Source: an optimization exercise on an open RTL-to-GDS flow (aim: small area). Production flows keep margins and buffers that such runs may drop.
The RTL was checked by simulation tests, not by an equivalence proof against the original design.
The flow treats the clock pin as an ideal source, which a real chip does not have.

job 5682:
// ask_quality_top
module ask_quality_top #(
	parameter int LOG2_BLOCK = 4
) (
	input  logic                     sys_clk,
	input  logic                     rst_n,
	input  logic                     sym_clk_en,
	input  ask_pkg::dv_t             dec_var,
	output ask_pkg::slice_t          slice,
	output logic                     slice_valid,
	output ask_pkg::dv_t             ref_lvl,
	output ask_pkg::dv_t             err_mean,
	output logic [ask_pkg::SQ_W-1:0] err_var,
	output logic [ask_pkg::SQ_W-1:0] sig_pwr,
	output logic                     block_done
);
clock: 14.0 ns
lec_check: 0
cap_margin: 20
core_margin: 2
core_utilization: 55
cts_buf_list: sky130_fd_sc_hd__clkbuf_8
place_density: 0.8
slew_margin: 20
synth_hierarchical: 1
synth_minimum_keep_size: 0
standard.sh (not shown) runs the stock make flow with config.mk's settings and CLKGATE_MAP_FILE= SYNTH_SCRIPT=/design/flow/synth_recipe.tcl, a recipe that flattens the netlist after the stock synthesis.
==> flow/flow/run.sh <==
#!/bin/bash
# The standard layout (the standard.sh: standard synthesis, then ORFS to
# finish), with these ORFS knobs set on the make command line:
#   REMOVE_ABC_BUFFERS=1  floorplan removes the buffers ABC put in synthesis
#                         (repair_design then buffers where the loads need it)
#   BUFFER_PORTS_ARGS     buffer_ports gives every input and output port a
#                         buffer, here the library's smallest, buf_1
#   CTS_ARGS              ORFS's clock_tree_synthesis arguments with
#                         -dont_use_dummy_load added
#   POST_CTS_TCL          flow/recover.tcl: after CTS, downsize gates that
#                         have slack to spare and legalize again
# make's full output goes to flow_make.log in the work folder.
set -euo pipefail
bash standard.sh REMOVE_ABC_BUFFERS=1 \
	"BUFFER_PORTS_ARGS=-buffer_cell sky130_fd_sc_hd__buf_1" \
	"CTS_ARGS=-sink_clustering_enable -repair_clock_nets -buf_list sky130_fd_sc_hd__clkbuf_8 -dont_use_dummy_load" \
	"POST_CTS_TCL=$PWD/flow/recover.tcl" \
	finish > flow_make.log 2>&1
==> flow/flow/recover.tcl <==
# Run after CTS (POST_CTS_TCL): downsize gates on paths with slack to spare
# (OpenROAD's power recovery), then legalize the placement again.
estimate_parasitics -placement
repair_timing -recover_power 100
detailed_placement
check_placement -verbose
report_design_area
Job 5682 finished every step from synthesis to the final layout, and the layout passed the timing, DRC and antenna checks.
The inputs of job 1999 differ from those of job 5682 as listed below.
# job 5682
export LEC_CHECK = 0
export CAP_MARGIN = 20
export CORE_MARGIN = 2
export CORE_UTILIZATION = 55
export CTS_BUF_LIST = sky130_fd_sc_hd__clkbuf_8
export PLACE_DENSITY = 0.8
export SLEW_MARGIN = 20
export SYNTH_HIERARCHICAL = 1
export SYNTH_MINIMUM_KEEP_SIZE = 0
create_clock -name core_clock -period 14.0 [get_ports {sys_clk}]
# job 1999
export LEC_CHECK = 0
export CAP_MARGIN = 20
export CORE_MARGIN = 2
export CORE_UTILIZATION = 40
export CTS_BUF_LIST = sky130_fd_sc_hd__clkbuf_8
export SLEW_MARGIN = 20
export SYNTH_HIERARCHICAL = 1
export SYNTH_MINIMUM_KEEP_SIZE = 0
create_clock -name core_clock -period 14.0 [get_ports {sys_clk}]
diff --git a/flow/flow/run.sh b/flow/flow/run.sh
--- a/flow/flow/run.sh
+++ b/flow/flow/run.sh
@@ -16 +16 @@
-	"CTS_ARGS=-sink_clustering_enable -repair_clock_nets -buf_list sky130_fd_sc_hd__clkbuf_8 -dont_use_dummy_load" \
+	"CTS_ARGS=-sink_clustering_enable -repair_clock_nets -buf_list sky130_fd_sc_hd__clkbuf_8 -dont_use_dummy_load -sink_clustering_size 25 -sink_clustering_max_diameter 200 -sink_clustering_levels 1" \
==> run notes <==
- Per the final summary, job 1999 finished and its layout is clean on timing, DRC and antenna.
- Comparing job 5682 and job 1999, the lower length of routed met3 wiring is on job 1999.
- On ratio of final minimum period to clock period: between job 5682 and job 1999, it ends up lower for job 5682.
- Between job 5682 and job 1999, the non-clock buffer area fraction after layout does not differ in any meaningful way.
- Of job 5682 and job 1999, job 5682 shows the lower non-clock buffer total of the final layout, with job 1999 above it.
Here is what was changed in the inputs of job 8294 compared with job 1999.
diff --git a/flow/flow/run.sh b/flow/flow/run.sh
--- a/flow/flow/run.sh
+++ b/flow/flow/run.sh
@@ -16 +16 @@
-	"CTS_ARGS=-sink_clustering_enable -repair_clock_nets -buf_list sky130_fd_sc_hd__clkbuf_8 -dont_use_dummy_load -sink_clustering_size 25 -sink_clustering_max_diameter 200 -sink_clustering_levels 1" \
+	"CTS_ARGS=-sink_clustering_enable -repair_clock_nets -buf_list sky130_fd_sc_hd__clkbuf_8 -dont_use_dummy_load" \
Findings:
Placed standard-cell area: job 8294 vs job 1999 identical. Job 1999 -> job 8294: clock latency on the worst-skew pair flat. Job 1999 -> job 8294: layout clock buffer count delta 0, exact match. For final critical-path required period, job 1999 and job 8294 come out practically identical.
> inputs changed (job 8294 -> job 4818)
diff --git a/flow/flow/run.sh b/flow/flow/run.sh
--- a/flow/flow/run.sh
+++ b/flow/flow/run.sh
@@ -16 +16 @@
-	"CTS_ARGS=-sink_clustering_enable -repair_clock_nets -buf_list sky130_fd_sc_hd__clkbuf_8 -dont_use_dummy_load" \
+	"CTS_ARGS=-repair_clock_nets -buf_list sky130_fd_sc_hd__clkbuf_8 -dont_use_dummy_load" \
[summary]
From job 8294 to job 4818, share of cell area taken by multi-input logic gates did not move at all.
Job 4818 finished end to end and its layout was clean on timing, DRC and antenna.
[compare] base=job 8294 new=job 4818: worst-case setup margin in the final layout flat; final-report hold violation count flat; met2 capacity usage during global routing flat.
The buffer and inverter count on the worst path on job 4818 is in line with that on job 8294.
Diff job 4818..job 8294 | number of signal-net buffers in the layout | negligible

---

ask_quality_top, a different RTL version from the one above (not shown whole).
Size in the first run: roughly 1600 cells after synthesis, roughly 190 flip-flops, about 18000 um^2 of cells after synthesis.
==> flow/config.mk <==
export PLATFORM = sky130hd
export DESIGN_NAME = ask_quality_top
export DESIGN_NICKNAME = ask_quality_top
export VERILOG_FILES = /design/flow/design.v
export SDC_FILE = /design/flow/constraint.sdc
export NUM_CORES = 4
export LEC_CHECK = 0
export CAP_MARGIN = 0
export CORE_MARGIN = 2
export CORE_UTILIZATION = 40
export CTS_BUF_LIST = sky130_fd_sc_hd__clkbuf_8
export SLEW_MARGIN = 0
export SYNTH_HIERARCHICAL = 1
export SYNTH_MINIMUM_KEEP_SIZE = 0
==> flow/constraint.sdc <==
create_clock -name core_clock -period 14.0 [get_ports {sys_clk}]
set_input_delay 2.8000 -clock core_clock [delete_from_list [all_inputs] [get_ports {sys_clk}]]
set_output_delay 2.8000 -clock core_clock [all_outputs]
set_load 0.01 [all_outputs]
==> flow/flow/run.sh <==
#!/bin/bash
# The standard layout (the standard.sh: standard synthesis, then ORFS to
# finish), with two ORFS knobs set on the make command line:
#   REMOVE_ABC_BUFFERS=1  floorplan removes the buffers ABC put in synthesis
#                         (repair_design then buffers where the loads need it)
#   BUFFER_PORTS_ARGS     buffer_ports gives every input and output port a
#                         buffer, here the library's smallest, buf_1
# make's full output goes to flow_make.log in the work folder.
set -euo pipefail
bash standard.sh REMOVE_ABC_BUFFERS=1 \
	"BUFFER_PORTS_ARGS=-buffer_cell sky130_fd_sc_hd__buf_1" \
	finish > flow_make.log 2>&1
==> next run, changes <==
==> flow/run.sh (new file) <==
#!/bin/bash
# synth_recipe.tcl (not shown) runs the flow's synth.tcl, then flattens the netlist and writes it again
# the make line also repeats each setting of config.mk as NAME=value (left out here)
make -C /OpenROAD-flow-scripts/flow DESIGN_CONFIG=/design/flow/config.mk WORK_HOME=/design/flow/orfs CLKGATE_MAP_FILE= SYNTH_SCRIPT=/design/flow/synth_recipe.tcl finish
Settings changed: CAP_MARGIN 0 to 20, CTS_BUF_LIST sky130_fd_sc_hd__clkbuf_8 to not set, SLEW_MARGIN 0 to 20.
removed: flow/flow/run.sh
removed: flow/standard.sh
Via count went up by 1.3%.
Synthesized area does not change.
Non-clock buffer count stays the same.
Utilization went up by 1.8 points.
Critical path depth does not change.
Setup slack got worse by 0.20 ns.
==> next run, changes <==
Settings changed: CTS_BUF_LIST set to sky130_fd_sc_hd__clkbuf_8.
After rerunning: Via count is lower by 0.39%. Critical path depth does not change. Non-clock buffer count does not change. Die area stays the same.
==> next run, changes <==
==> flow/flow/run.sh (new file) <==
#!/bin/bash
# The standard layout (the standard.sh: standard synthesis, then ORFS to
# finish), with two ORFS knobs set on the make command line:
#   REMOVE_ABC_BUFFERS=1  floorplan removes the buffers ABC put in synthesis
#                         (repair_design then buffers where the loads need it)
#   BUFFER_PORTS_ARGS     buffer_ports gives every input and output port a
#                         buffer, here the library's smallest, buf_1
# make's full output goes to flow_make.log in the work folder.
set -euo pipefail
bash standard.sh REMOVE_ABC_BUFFERS=1 \
	"BUFFER_PORTS_ARGS=-buffer_cell sky130_fd_sc_hd__buf_1" \
	finish > flow_make.log 2>&1
==> flow/standard.sh (new file) <==
#!/bin/bash
# synth_recipe.tcl (not shown) runs the flow's synth.tcl, then flattens the netlist and writes it again
# the make line also repeats each setting of config.mk as NAME=value (left out here)
make -C /OpenROAD-flow-scripts/flow DESIGN_CONFIG=/design/flow/config.mk WORK_HOME=/design/flow/orfs CLKGATE_MAP_FILE= SYNTH_SCRIPT=/design/flow/synth_recipe.tcl "${@:-finish}"
removed: flow/run.sh
Critical path depth stays the same.
Routed wire length drops by 0.82%.
Final area drops by 3.0%.

re-timing with driven ports:
No port has a modelled driver above. Below, the same layouts with a new extraction and two added sets of constraints.
Step 1, drivers: a clkbuf_16 drives sys_clk and a buf_2 each remaining input, both assumed.
Step 2 times the ports against the registers' clock, not the clock port: input delays grow and output delays shrink by t, the midpoint of the rising clock arrivals with the driver on.
a / b / c = ideal ports / drivers / drivers and shift; a / b = the first two.
| run | t (ns) | setup slack, ns | pins driven straight from the clock port |
|---|---|---|---|
| job 5682 | 0.518 | 0.807 / 0.807 / 0.807 | 1 |
| job 1999 | 0.536 | 0.702 / 0.702 / 0.702 | 1 |
| job 8294 | 0.536 | 0.702 / 0.702 / 0.702 | 1 |
| job 4818 | 0.536 | 0.702 / 0.702 / 0.702 | 1 |
| the first run of note 2 | 0.555 | 0.982 / 0.982 / 0.982 | 1 |
| the second run of note 2 | 0.516 | 0.783 / 0.783 / 0.727 | 1 |
| the third run of note 2 | 0.565 | 0.810 / 0.810 / 0.752 | 1 |
| the fourth run of note 2 | 0.555 | 0.982 / 0.982 / 0.982 | 1 |
After both steps every run listed still meets setup and hold. For the third run of note 2, which loses most, drivers alone change the setup slack by 0.000 ns; drivers and shift together by -0.058 ns.
